Context: an optimization exercise on an open-source flow, tuned for small area and a short achievable clock period. The choices shown serve that exercise and are no tape-out recipe.
In this exercise RTL edits were held to simulation tests only and were not proved equivalent to the original.
Power figures rest on the tool's default switching activity, not on a simulated workload.

job 9773:
Design double_ended_queue, start of the top module:
module double_ended_queue #(
  parameter int DEPTH      = 16,
  parameter int DATA_WIDTH = 32
) (
  input  logic clk,
  input  logic rst,
  input  logic s_tvalid,
  output logic s_tready,
  input  logic [((DATA_WIDTH+7)/8)*8-1:0] s_tdata,
  input  logic [dq_pkg::FUNC_W-1:0] s_tuser,
  output logic m_tvalid,
  input  logic m_tready,
  output logic [((DATA_WIDTH+3+$clog2(DEPTH+1)+7)/8)*8-1:0] m_tdata
);
Size: roughly 1200 cells after synthesis, roughly 560 flip-flops, ~81 I/O pins.
Settings: LEC_CHECK=0, ABC_CLOCK_PERIOD_IN_PS=2500, CAP_MARGIN=20, CORE_MARGIN=2, CORE_UTILIZATION=30, CTS_BUF_LIST=sky130_fd_sc_hd__clkbuf_8, CTS_CLUSTER_DIAMETER=45, CTS_CLUSTER_SIZE=16, SETUP_SLACK_MARGIN=2.0, SLEW_MARGIN=20; clock period 4.5 ns.
standard.sh (not shown) runs the stock make flow with config.mk's settings and CLKGATE_MAP_FILE= SYNTH_SCRIPT=/design/flow/synth_recipe.tcl, a recipe that flattens the netlist after the stock synthesis.
==> flow/flow/run.sh <==
#!/bin/bash
cp standard.sh standard_sh.txt
export BUFFER_PORTS_ARGS="-buffer_cell sky130_fd_sc_hd__buf_2"
bash standard.sh > standard.log 2>&1
Job 9773 reached the final stage; the timing, DRC and antenna checks on its layout passed.
Input-level comparison between job 9630 and job 9773:
- removing ABC_CLOCK_PERIOD_IN_PS (formerly 2500)
- changing CORE_UTILIZATION from 30 to 45
Results
The minimum period implied by the final worst setup slack reported for job 9630 is greater than that of job 9773 by 30 ps.
Job 9630: static leakage power higher than job 9773
Of job 9773 and job 9630, the lower global-route wire length before repair belongs to job 9773.
For job 1712, these inputs were changed with respect to job 9630:
- CORE_UTILIZATION changed from 45 to 30
- CTS_CLUSTER_SIZE removed (was 16)
- CTS_BUF_LIST removed (was sky130_fd_sc_hd__clkbuf_8)
- CTS_CLUSTER_DIAMETER removed (was 45)
[summary]
Looking only at area growth from synthesis to layout, and setting everything else aside, the higher value of job 9630 and job 1712 goes to job 1712. The slew at the pin with the worst max-slew slack in job 1712 sits 200 ps below the value recorded for job 9630. Between job 9630 and job 1712, the count of clock-buffer cells in the layout is lower for job 9630. The source of the critical timing path comes out head[0] in one run and s_tuser[2] in the other, namely in job 1712 and job 9630 respectively. Count of routing violations after the opening detailed-route iteration on job 1712 is ahead of job 9630. Via count of the first global-routing pass sits higher in job 1712 than in job 9630. Comparing delay contributed by the slowest stage of the critical path for job 9630 and job 1712, the smaller number came from job 1712.
## Diff of input files: job 9725 against job 1712
- CTS_CLUSTER_SIZE newly set to 16
- CTS_BUF_LIST newly set to sky130_fd_sc_hd__clkbuf_8
- ABC_AREA newly set to 1
- CTS_CLUSTER_DIAMETER newly set to 45
[summary]
The count of cells along the worst register-to-register path in job 9725 sits 4 below the value recorded for job 1712.
In the tables for job 9725 and job 1712, total met3 wirelength after detailed routing reads lower with job 9725.
Job 9725 vs job 1712, net switching power figure went down by about 6.6%.
Job 9725 vs job 1712 — design area rose 1.1%.
Taking job 1712 as the reference, in job 9725 ratio of cells with drive above 1 in the final layout went down by 15 points; via count now sits higher.

---

run A:
double_ended_queue, a different RTL version from the one above (not shown whole).
Size: roughly 1200 cells after synthesis, ~580 flip-flops, roughly 81 I/O pins, about 22000 µm² of cells after synthesis.
==> flow/config.mk <==
export PLATFORM = sky130hd
export DESIGN_NAME = double_ended_queue
export DESIGN_NICKNAME = double_ended_queue
export VERILOG_FILES = /design/flow/design.v
export SDC_FILE = /design/flow/constraint.sdc
export NUM_CORES = 4
export LEC_CHECK = 0
export CAP_MARGIN = 0
export CORE_MARGIN = 2
export CORE_UTILIZATION = 30
export CTS_BUF_LIST = sky130_fd_sc_hd__clkbuf_8
export CTS_CLUSTER_DIAMETER = 45
export CTS_CLUSTER_SIZE = 16
export GPL_ROUTABILITY_DRIVEN = 0
export SETUP_SLACK_MARGIN = 2.27
export SLEW_MARGIN = 0
==> flow/constraint.sdc <==
create_clock -name core_clock -period 4.5 [get_ports {clk}]
set_input_delay 0.9000 -clock core_clock [delete_from_list [all_inputs] [get_ports {clk}]]
set_output_delay 0.9000 -clock core_clock [all_outputs]
set_load 0.01 [all_outputs]
Scripts as last shown in full above: flow/flow/run.sh
Looking at the reports, run A completed the entire flow and the layout it produced met the timing, DRC and antenna checks.
## Diff of input files: run B against run A
Settings: removing GPL_ROUTABILITY_DRIVEN (formerly 0); setting TNS_END_PERCENT to 50 for the first time.
==> comparison <==
Run B ran to completion and came out clean on the timing, DRC and antenna checks. Re fraction of area in registers: run B is 0.61 points up on run A. Comparing run B against run A, there is no change at all in portion of the post-synthesis area used by sequential elements. [compare] base=run A new=run B: layout overhead on the synthesized area now smaller, hold slack now larger. Number of clock buffers inserted by TritonCTS shrinks by a few percent when moving from run A to run B. Vias after detailed routing (higher): run B. Looking at fraction of area in clock buffers and inverters, run B sits below run A. Looking only at core utilization, and setting everything else aside, the higher value of run A and run B goes to run A. Compared to run A, the router laid down more metal wire for run B.
Edits applied to the flow inputs when going from run B to run C:
Settings: TNS_END_PERCENT: 50 -> unset; SETUP_SLACK_MARGIN: 2.27 -> 2.25.
[summary]
- Run C vs. run B: met3 usage in global routing went down by 0.35 points.
- Run B ended up with more cell instances than run C did.
- Run C: global-route usage is 1.0 points lower than what run B reported.
- In the tables for run B and run C, placement-stage worst setup slack reads lower with run C.
### run C -> run D
Settings: swapping 2.25 for 2.2 in SETUP_SLACK_MARGIN.
==> comparison <==
Compared with run C, run D shows post-DP HPWL that has gone up slightly. The last element of the critical path comes out g_word[8].u_cell.data[10] in one run and peek_q[3] in the other, namely in run C and run D respectively. Run D: no failed stages, no open violations at the end. From run C to run D the numbers moved as follows: shortest period the worst path allows went down by 0.079 ns, worst slew slack as a fraction of its limit fell 1.5 points.

---

job 6170:
double_ended_queue again, from the RTL that the note above started with.
Design double_ended_queue, start of the top module:
module double_ended_queue #(
  parameter int DEPTH      = 16,
  parameter int DATA_WIDTH = 32
) (
  input  logic clk,
  input  logic rst,
  input  logic s_tvalid,
  output logic s_tready,
  input  logic [((DATA_WIDTH+7)/8)*8-1:0] s_tdata,
  input  logic [dq_pkg::FUNC_W-1:0] s_tuser,
  output logic m_tvalid,
  input  logic m_tready,
  output logic [((DATA_WIDTH+3+$clog2(DEPTH+1)+7)/8)*8-1:0] m_tdata
);
export LEC_CHECK = 0
export CAP_MARGIN = 0
export CORE_MARGIN = 2
export CORE_UTILIZATION = 30
export CTS_BUF_LIST = sky130_fd_sc_hd__clkbuf_8
export CTS_CLUSTER_DIAMETER = 50
export CTS_CLUSTER_SIZE = 18
export SETUP_SLACK_MARGIN = 2.27
export SLEW_MARGIN = 0
create_clock -name core_clock -period 4.5 [get_ports {clk}]
Scripts as last shown in full above: flow/flow/run.sh
Job 6170: PASS, flow complete, no timing, DRC or antenna violations
diff inputs: job 6170 => job 6742
-- flow/config.mk --
<<< job 6170, line 11
export CTS_BUF_LIST = sky130_fd_sc_hd__clkbuf_8
export CTS_CLUSTER_DIAMETER = 50
export CTS_CLUSTER_SIZE = 18
export SETUP_SLACK_MARGIN = 2.27
>>> job 6742, line 11
export CTS_BUF_LIST = sky130_fd_sc_hd__clkbuf_8
export CTS_CLUSTER_DIAMETER = 45
export CTS_CLUSTER_SIZE = 16
export SETUP_SLACK_MARGIN = 2.27
==> run notes <==
Compared with job 6170, job 6742 instantiates a larger number of standard cells. Of the two values seen for slowest library cell on the worst path, sky130_fd_sc_hd__mux2_4 was produced by job 6170 and sky130_fd_sc_hd__nand2b_4 by job 6742. The via count reported for job 6742 is lower than the one for job 6170. Placeable core region of job 6170 is on par with job 6742. Between job 6742 and job 6170, it is job 6742 whose diode insertion count for antenna repair is higher, by 2. NOTE: wire length of the first global-routing pass in job 6742 falls short of that of job 6170. Sort job 6742 and job 6170 by power, descending, and job 6742 comes first. In job 6742, number of antenna violations at the first check in global routing is higher than in job 6170. In job 6742, the worst setup slack came out 0.0096 ns below the value in job 6170.
## Diff of input files: job 4265 against job 6742
-- flow/config.mk --
<<< job 6742, line 13
export CTS_CLUSTER_SIZE = 16
export SETUP_SLACK_MARGIN = 2.27
export SLEW_MARGIN = 0
>>> job 4265, line 13
export CTS_CLUSTER_SIZE = 16
export SETUP_SLACK_MARGIN = 2.29
export SLEW_MARGIN = 0
- Diff job 6742..job 4265 | synthesized instance count | unchanged
- Job 4265 reports a higher total wirelength of the detailed-routed design than job 6742 does.
- Measured against each other, job 6742 and job 4265 differ in final critical-path required period, the higher figure coming from job 4265.
- Relative to job 6742, number of non-clock buffers in the layout has gone up in job 4265.
- Changes observed in job 4265 relative to job 6742: worst hold margin now larger, via count of the first global-routing pass now sits higher, combinational power higher, total power fell by 1.4%.

---

Setup of oak:
Another version of the RTL of double_ended_queue (not shown whole).
Size: about 81 I/O pins, roughly 22000 um^2 of cells after synthesis.
==> flow/config.mk <==
export PLATFORM = sky130hd
export DESIGN_NAME = double_ended_queue
export DESIGN_NICKNAME = double_ended_queue
export VERILOG_FILES = /design/flow/design.v
export SDC_FILE = /design/flow/constraint.sdc
export NUM_CORES = 4
export LEC_CHECK = 0
export CAP_MARGIN = 20
export CORE_MARGIN = 2
export CORE_UTILIZATION = 30
export CTS_BUF_LIST = sky130_fd_sc_hd__clkbuf_8
export CTS_CLUSTER_DIAMETER = 45
export CTS_CLUSTER_SIZE = 16
export SETUP_SLACK_MARGIN = 2.2
export SLEW_MARGIN = 20
==> flow/constraint.sdc <==
create_clock -name core_clock -period 4.5 [get_ports {clk}]
set_input_delay 0.9000 -clock core_clock [delete_from_list [all_inputs] [get_ports {clk}]]
set_output_delay 0.9000 -clock core_clock [all_outputs]
set_load 0.01 [all_outputs]
Scripts as last shown in full above: flow/flow/run.sh
oak ran to completion and came out clean on the timing, DRC and antenna checks.
Edits applied to the flow inputs when going from oak to pine:
# oak
export LEC_CHECK = 0
export CAP_MARGIN = 20
export CORE_MARGIN = 2
export CORE_UTILIZATION = 30
export CTS_BUF_LIST = sky130_fd_sc_hd__clkbuf_8
export CTS_CLUSTER_DIAMETER = 45
export CTS_CLUSTER_SIZE = 16
export SETUP_SLACK_MARGIN = 2.2
export SLEW_MARGIN = 20
create_clock -name core_clock -period 4.5 [get_ports {clk}]
# pine
export LEC_CHECK = 0
export CAP_MARGIN = 20
export CORE_MARGIN = 2
export CORE_UTILIZATION = 30
export CTS_BUF_LIST = sky130_fd_sc_hd__clkbuf_8
export CTS_CLUSTER_DIAMETER = 45
export CTS_CLUSTER_SIZE = 16
export SETUP_SLACK_MARGIN = 2.0
export SLEW_MARGIN = 20
create_clock -name core_clock -period 4.5 [get_ports {clk}]
--- outcome ---
NOTE: portion of total power attributed to the clock network in pine exceeds that of oak
Critical path depth down 2 in pine wrt oak
[diff] post-place setup slack, pine relative to oak: regression
Going from oak to pine, routed wire length fell by about 3%; power dissipated in sequential cells stayed essentially flat.
Going from oak to pine, the power was found to have gone up by about 1.2%.
pine reports a lower final cell count than oak does.
Compared pine vs oak, and post-route worst setup slack is down in pine.
Clock buffer count in the final layout: pine vs oak up 2
Input changes introduced in birch (baseline for comparison: pine):
# pine
export LEC_CHECK = 0
export CAP_MARGIN = 20
export CORE_MARGIN = 2
export CORE_UTILIZATION = 30
export CTS_BUF_LIST = sky130_fd_sc_hd__clkbuf_8
export CTS_CLUSTER_DIAMETER = 45
export CTS_CLUSTER_SIZE = 16
export SETUP_SLACK_MARGIN = 2.0
export SLEW_MARGIN = 20
create_clock -name core_clock -period 4.5 [get_ports {clk}]
# birch
export LEC_CHECK = 0
export CAP_MARGIN = 0
export CORE_MARGIN = 2
export CORE_UTILIZATION = 30
export CTS_BUF_LIST = sky130_fd_sc_hd__clkbuf_8
export CTS_CLUSTER_DIAMETER = 45
export CTS_CLUSTER_SIZE = 16
export SETUP_SLACK_MARGIN = 2.2
export SLEW_MARGIN = 0
create_clock -name core_clock -period 4.5 [get_ports {clk}]
--- outcome ---
pine ended up with fewer cell instances than birch did.
The via count number comes out lower for pine vs birch.
Total power: birch below pine
Fraction of standard cell area that is sequential is lower on birch
From pine to birch the numbers moved as follows: worst hold slack climbed 0.025 ns; global-route wire length before repair higher.
> inputs changed (birch -> maple)
# birch
export LEC_CHECK = 0
export CAP_MARGIN = 0
export CORE_MARGIN = 2
export CORE_UTILIZATION = 30
export CTS_BUF_LIST = sky130_fd_sc_hd__clkbuf_8
export CTS_CLUSTER_DIAMETER = 45
export CTS_CLUSTER_SIZE = 16
export SETUP_SLACK_MARGIN = 2.2
export SLEW_MARGIN = 0
create_clock -name core_clock -period 4.5 [get_ports {clk}]
# maple
export LEC_CHECK = 0
export CAP_MARGIN = 0
export CORE_MARGIN = 2
export CORE_UTILIZATION = 30
export CTS_BUF_LIST = sky130_fd_sc_hd__clkbuf_8
export CTS_CLUSTER_DIAMETER = 45
export CTS_CLUSTER_SIZE = 16
export SETUP_SLACK_MARGIN = 2.27
export SLEW_MARGIN = 0
create_clock -name core_clock -period 4.5 [get_ports {clk}]
[summary]
Having completed the whole flow, maple delivered a layout that passed the timing, DRC and antenna checks. For clock skew, maple and birch come out practically identical. Taking birch as the reference, in maple maximum clock rate now larger, total DRC errors in the routed layout now sits at about the same level, final area increased by about 0.7% relative to the old numbers, via count of the first global-routing pass has decreased.

what the ideal ports hide:
The flow's constraints put no driver on any port. The routed layouts listed below were extracted and timed again, unchanged, in two steps. Step 1 assumes that a clkbuf_16 drives the clock port and a buf_2 every other input. Step 2 times the ports against the registers' clock, not the clock port: input delays grow and output delays shrink by t, the midpoint of the rising clock arrivals with the driver on. Slacks: ideal / step 1 / step 2; pairs: ideal / step 1.
run	t, ns	setup WS [ns]	worst hold slack (ns)	slew at the worst register clock pin (ns)
job 9773	0.720	2.043 / 2.059 / 1.350	0.491 / 0.462 / 0.551	0.10 / 0.10
job 9630	0.720	2.012 / 2.017 / 1.318	0.517 / 0.484 / 0.549	0.10 / 0.10
job 1712	0.663	2.050 / 2.050 / 1.418	0.543 / 0.534 / 0.543	0.06 / 0.06
job 9725	0.702	1.961 / 1.961 / 1.624	0.475 / 0.448 / 0.626	0.10 / 0.10
run A	0.733	2.254 / 2.214 / 1.559	0.470 / 0.441 / 0.515	0.10 / 0.10
run B	0.738	2.130 / 2.130 / 1.601	0.491 / 0.458 / 0.525	0.10 / 0.10
run C	0.707	2.161 / 2.162 / 1.492	0.525 / 0.506 / 0.528	0.11 / 0.11
run D	0.722	2.241 / 2.194 / 1.544	0.490 / 0.459 / 0.537	0.10 / 0.10
job 6170	0.701	2.264 / 2.227 / 1.578	0.513 / 0.482 / 0.517	0.11 / 0.11
job 6742	0.733	2.254 / 2.214 / 1.559	0.470 / 0.441 / 0.515	0.10 / 0.10
job 4265	0.716	2.207 / 2.154 / 1.554	0.485 / 0.452 / 0.513	0.11 / 0.11
oak	0.718	2.177 / 2.145 / 1.428	0.519 / 0.487 / 0.528	0.10 / 0.10
pine	0.725	2.031 / 2.045 / 1.320	0.494 / 0.468 / 0.563	0.10 / 0.10
birch	0.716	2.179 / 2.156 / 1.440	0.520 / 0.486 / 0.529	0.10 / 0.10
maple	0.748	2.218 / 2.165 / 1.449	0.498 / 0.467 / 0.531	0.11 / 0.11
After both steps every run listed still meets setup and hold. For maple, which loses most, drivers alone change the setup slack by -0.053 ns; drivers and shift together by -0.769 ns.
